This design comes from an exercise in tuning for small area and few clock cycles per item on the open sky130 flow, not from production work. The RTL was checked by simulation tests, not by an equivalence proof against the original design. Power figures rest on the tool's default switching activity, not on a simulated workload.

## run 1
==> flow/design.v (excerpt) <==
module pixel_feeder (
    input  wire logic        cpu_clk_g,
    input  wire logic        rst,
    input  wire video_pkg::reg_addr_t   awaddr,
    input  wire logic        awvalid,
    output logic             awready,
    input  wire logic [31:0] wdata,
    input  wire logic [3:0]  wstrb,
    input  wire logic        wvalid,
    output logic             wready,
    output logic [1:0]       bresp,
    output logic             bvalid,
    input  wire logic        bready,
    input  wire video_pkg::reg_addr_t   araddr,
    input  wire logic        arvalid,
    output logic             arready,
    output logic [31:0]      rdata,
    output logic [1:0]       rresp,
    output logic             rvalid,
    input  wire logic        rready,
    output logic             req_valid,
    input  wire logic        req_ready,
    output mem_pkg::mem_addr_t        req_addr,
    input  wire logic        rd_valid,
    input  wire mem_pkg::mem_line_t   rd_data,
    output video_pkg::pixel_t           video,
    output logic             video_valid,
    input  wire logic        video_ready,
    output logic             irq
);
    logic [31:0] base_reg;
    logic        scan_enable;
    logic        frame_wrap;
    logic        wrap_block;
    logic        line_pop;
    feeder_regs regs_i (
        .cpu_clk_g (cpu_clk_g),   .rst (rst),
        .awaddr (awaddr), .awvalid (awvalid), .awready (awready),
        .wdata (wdata), .wstrb (wstrb), .wvalid (wvalid), .wready (wready),
        .bresp (bresp), .bvalid (bvalid), .bready (bready),
        .araddr (araddr), .arvalid (arvalid), .arready (arready),
        .rdata (rdata), .rresp (rresp), .rvalid (rvalid), .rready (rready),
        .frame_wrap (frame_wrap), .wrap_block (wrap_block), .base_reg (base_reg),
        .scan_enable (scan_enable), .irq (irq)
    );
    line_request_gen req_gen_i (
        .cpu_clk_g (cpu_clk_g), .rst (rst),
        .scan_enable (scan_enable), .frame_base (base_reg[30:0]),
        .req_ready (req_ready), .line_pop (line_pop),
        .wrap_block (wrap_block),
        .req_valid (req_valid), .req_addr (req_addr),
        .frame_wrap (frame_wrap)
    );
    line_unpacker unpacker_i (
  ...
For scale: roughly 880 cells after synthesis, ~280 I/O pins.
export LEC_CHECK = 0
export CAP_MARGIN = 20
export CORE_MARGIN = 2
export CORE_UTILIZATION = 40
export SLEW_MARGIN = 20
create_clock -name core_clock -period 6.0 [get_ports {cpu_clk_g}]
standard.sh (not shown) runs the stock make flow with config.mk's settings and CLKGATE_MAP_FILE= SYNTH_SCRIPT=/design/flow/synth_recipe.tcl, a recipe that flattens the netlist after the stock synthesis.
==> flow/flow/run.sh <==
#!/bin/bash
# The standard layout (standard.sh), with three changes:
#  1. after the standard synthesis, the combinational cells are mapped again
#     by ABC with an area-oriented script (flow/area.abc, two passes); every register
#     keeps its cell, instance name and connections
#  2. port buffers use the smallest buffer cell (buf_1) instead of the default
#  3. clock tree: clkbuf_8 only, sink clusters of at most 16 within 100 um,
#     no dummy loads
# Each tool's output goes to a log here: flow_synth.log, flow_reabc.log,
# flow_make.log; each ORFS step also logs under orfs/logs/.
set -euo pipefail
WORK=$(pwd)
R=$WORK/orfs/results/$FLOW_PLATFORM/pixel_feeder/base
LIB=$FLOW_HOME/platforms/$FLOW_PLATFORM/lib/sky130_fd_sc_hd__tt_025C_1v80.lib

bash standard.sh synth > flow_synth.log 2>&1

# 1. remap the combinational logic; sequential cells and tie cells stay as blackboxes
cp "$R/1_2_yosys.v" "$R/1_2_yosys_std.v"
DONT_USE=$(sed -n '/^export DONT_USE_CELLS/,/^$/p' "$FLOW_HOME/platforms/$FLOW_PLATFORM/config.mk" \
  | tr -d '\\' | tr -s ' \n' '\n' | grep '^sky130_fd_sc_hd__' || true)
DU_ARGS=""
for c in $DONT_USE; do DU_ARGS="$DU_ARGS -dont_use $c"; done
cat > "$WORK/reabc.ys" <<EOS
read_liberty -ignore_miss_func $LIB
blackbox sky130_fd_sc_hd__*df* sky130_fd_sc_hd__*dl* sky130_fd_sc_hd__conb_*
read_verilog $R/1_2_yosys_std.v
hierarchy -check -top $FLOW_TOP
flatten
opt_clean -purge
abc -liberty $LIB $DU_ARGS -script $WORK/flow/area.abc
opt_clean -purge
setundef -zero
splitnets
opt_clean -purge
hilomap -singleton -hicell sky130_fd_sc_hd__conb_1 HI -locell sky130_fd_sc_hd__conb_1 LO
insbuf -buf sky130_fd_sc_hd__buf_4 A X
rename -hide w:_*.*
opt_clean -purge
stat -liberty $LIB
write_verilog -noattr -nohex -nodec $R/1_2_yosys.v
EOS
yosys -s "$WORK/reabc.ys" > flow_reabc.log 2>&1
diff <(grep -oE '^ *sky130_fd_sc_hd__[a-z]*df[a-z]*_[0-9]+ +[^ ]+' "$R/1_2_yosys_std.v" | sort) \
     <(grep -oE '^ *sky130_fd_sc_hd__[a-z]*df[a-z]*_[0-9]+ +[^ ]+' "$R/1_2_yosys.v" | sort) >> flow_reabc.log
rm -f "$R/1_synth.odb" "$R/1_synth.sdc"

# 2. and 3.
CTS="-sink_clustering_enable -repair_clock_nets -dont_use_dummy_load"
CTS="$CTS -buf_list {sky130_fd_sc_hd__clkbuf_8} -sink_clustering_size 16 -sink_clustering_max_diameter 100"
bash standard.sh \
  "BUFFER_PORTS_ARGS=-buffer_cell sky130_fd_sc_hd__buf_1" \
  "CTS_ARGS=$CTS" \
  finish > flow_make.log 2>&1
==> flow/flow/area.abc <==
&get -n
&st
&syn4
&dch -f
&nf -a -R 1000
&st
&syn4
&dch -f
&nf -a -R 1000
&put
topo
Testbench counts of run 1, summed over its fixed seeds: cycles 10,858, pixels 8,192.
Changes in run 2 relative to run 1:
==> flow/flow/run.sh <==
#!/bin/bash
# Standard ORFS layout (the standard.sh, standard synthesis) with two changes:
#  - port buffers use the smallest buffer cell (buf_1) instead of the default pick
#  - clock tree: clkbuf_8 only, sink clusters of at most 16 within 100 um,
#    no dummy loads
# make's full output goes to flow_make.log; each ORFS step logs under orfs/logs/.
set -euo pipefail
CTS="-sink_clustering_enable -repair_clock_nets -dont_use_dummy_load"
CTS="$CTS -buf_list {sky130_fd_sc_hd__clkbuf_8} -sink_clustering_size 16 -sink_clustering_max_diameter 100"
bash standard.sh \
  "BUFFER_PORTS_ARGS=-buffer_cell sky130_fd_sc_hd__buf_1" \
  "CTS_ARGS=$CTS" \
  finish > flow_make.log 2>&1
removed: flow/flow/area.abc
Results
Both conditions hold for run 2: the flow ran to the end and the final layout passed the timing, design-rule and antenna checks. Run 1 → run 2: synthesized cell count increased about 27%; number of endpoints failing setup at the final stage essentially unchanged; first-pass GRT wire length rose by about 7.5%. The run showing the smaller time the worst path needs with I/O delays and setup is run 2. The standard cells in run 2 occupy more silicon area than those in run 1 do. In run 2 the buffers plus inverters on the worst setup path turned out 2 higher than in run 1. In the flow results for run 1 and run 2, the share of total power consumed by net switching is larger on run 2. Compare run 1 and run 2 | proportion of power drawn by combinational gates lower: run 1.
Setup changes, run 2 to run 3
==> flow/flow/run.sh <==
#!/bin/bash
# The standard layout (standard.sh), with three changes:
#  1. after the standard synthesis, the combinational cells are mapped again
#     by ABC with an area-oriented script (flow/area.abc); every register
#     keeps its cell, instance name and connections
#  2. port buffers use the smallest buffer cell (buf_1) instead of the default
#  3. clock tree: clkbuf_8 only, sink clusters of at most 16 within 100 um,
#     no dummy loads
# Each tool's output goes to a log here: flow_synth.log, flow_reabc.log,
# flow_make.log; each ORFS step also logs under orfs/logs/.
set -euo pipefail
WORK=$(pwd)
R=$WORK/orfs/results/$FLOW_PLATFORM/pixel_feeder/base
LIB=$FLOW_HOME/platforms/$FLOW_PLATFORM/lib/sky130_fd_sc_hd__tt_025C_1v80.lib

bash standard.sh synth > flow_synth.log 2>&1

# 1. remap the combinational logic; sequential cells and tie cells stay as blackboxes
cp "$R/1_2_yosys.v" "$R/1_2_yosys_std.v"
DONT_USE=$(sed -n '/^export DONT_USE_CELLS/,/^$/p' "$FLOW_HOME/platforms/$FLOW_PLATFORM/config.mk" \
  | tr -d '\\' | tr -s ' \n' '\n' | grep '^sky130_fd_sc_hd__' || true)
DU_ARGS=""
for c in $DONT_USE; do DU_ARGS="$DU_ARGS -dont_use $c"; done
cat > "$WORK/reabc.ys" <<EOS
read_liberty -ignore_miss_func $LIB
blackbox sky130_fd_sc_hd__*df* sky130_fd_sc_hd__*dl* sky130_fd_sc_hd__conb_*
read_verilog $R/1_2_yosys_std.v
hierarchy -check -top $FLOW_TOP
flatten
opt_clean -purge
abc -liberty $LIB $DU_ARGS -script $WORK/flow/area.abc
opt_clean -purge
setundef -zero
splitnets
opt_clean -purge
hilomap -singleton -hicell sky130_fd_sc_hd__conb_1 HI -locell sky130_fd_sc_hd__conb_1 LO
insbuf -buf sky130_fd_sc_hd__buf_4 A X
rename -hide w:_*.*
opt_clean -purge
stat -liberty $LIB
write_verilog -noattr -nohex -nodec $R/1_2_yosys.v
EOS
yosys -s "$WORK/reabc.ys" > flow_reabc.log 2>&1
diff <(grep -oE '^ *sky130_fd_sc_hd__[a-z]*df[a-z]*_[0-9]+ +[^ ]+' "$R/1_2_yosys_std.v" | sort) \
     <(grep -oE '^ *sky130_fd_sc_hd__[a-z]*df[a-z]*_[0-9]+ +[^ ]+' "$R/1_2_yosys.v" | sort) >> flow_reabc.log
rm -f "$R/1_synth.odb" "$R/1_synth.sdc"

# 2. and 3.
CTS="-sink_clustering_enable -repair_clock_nets -dont_use_dummy_load"
CTS="$CTS -buf_list {sky130_fd_sc_hd__clkbuf_8} -sink_clustering_size 16 -sink_clustering_max_diameter 100"
bash standard.sh \
  "BUFFER_PORTS_ARGS=-buffer_cell sky130_fd_sc_hd__buf_1" \
  "CTS_ARGS=$CTS" \
  finish > flow_make.log 2>&1
==> flow/flow/area.abc (new file) <==
&get -n
&st
&syn4
&dch -f
&nf -a -R 1000
&put
topo
==> summary.txt <==
Per the comparison of run 3 with run 2, number of inserted filler cells in the final layout moved down; hold violation count in the final report flat; register share of the cell area rose 3.2 points; cell count saw a decrease; number of rows created at floorplan decreased 3. Compared with run 2, in run 3 final worst-path cycle share decreased 2.4 points, placeable core area saw a decrease. Run 3 ended with every stage complete and zero timing, DRC or antenna violations.

-- what the ideal ports hide --
The results above use ideal ports. As a check the final layouts listed here were re-extracted and re-timed, cells and wires unchanged. Step 1 sets driving cells, clkbuf_16 on the clock port and buf_2 on the other inputs (assumed; they add their load-dependent delay and slew). Step 2 times the ports against the registers' clock, not the clock port: input delays grow and output delays shrink by t, the midpoint of the rising clock arrivals with the driver on. a / b / c = no drivers / after step 1 / after step 2; a / b = the first two.
run | t (ns) | setup slack, ns | worst hold slack (ns)
run 1 | 0.655 | 0.233 / 0.189 / 0.844 | 0.461 / 0.461 / 0.461
run 2 | 0.661 | 1.040 / 0.991 / 1.652 | 0.431 / 0.431 / 0.431
run 3 | 0.641 | 1.186 / 1.140 / 1.405 | 0.462 / 0.462 / 0.462
After both steps every run listed still meets setup and hold.
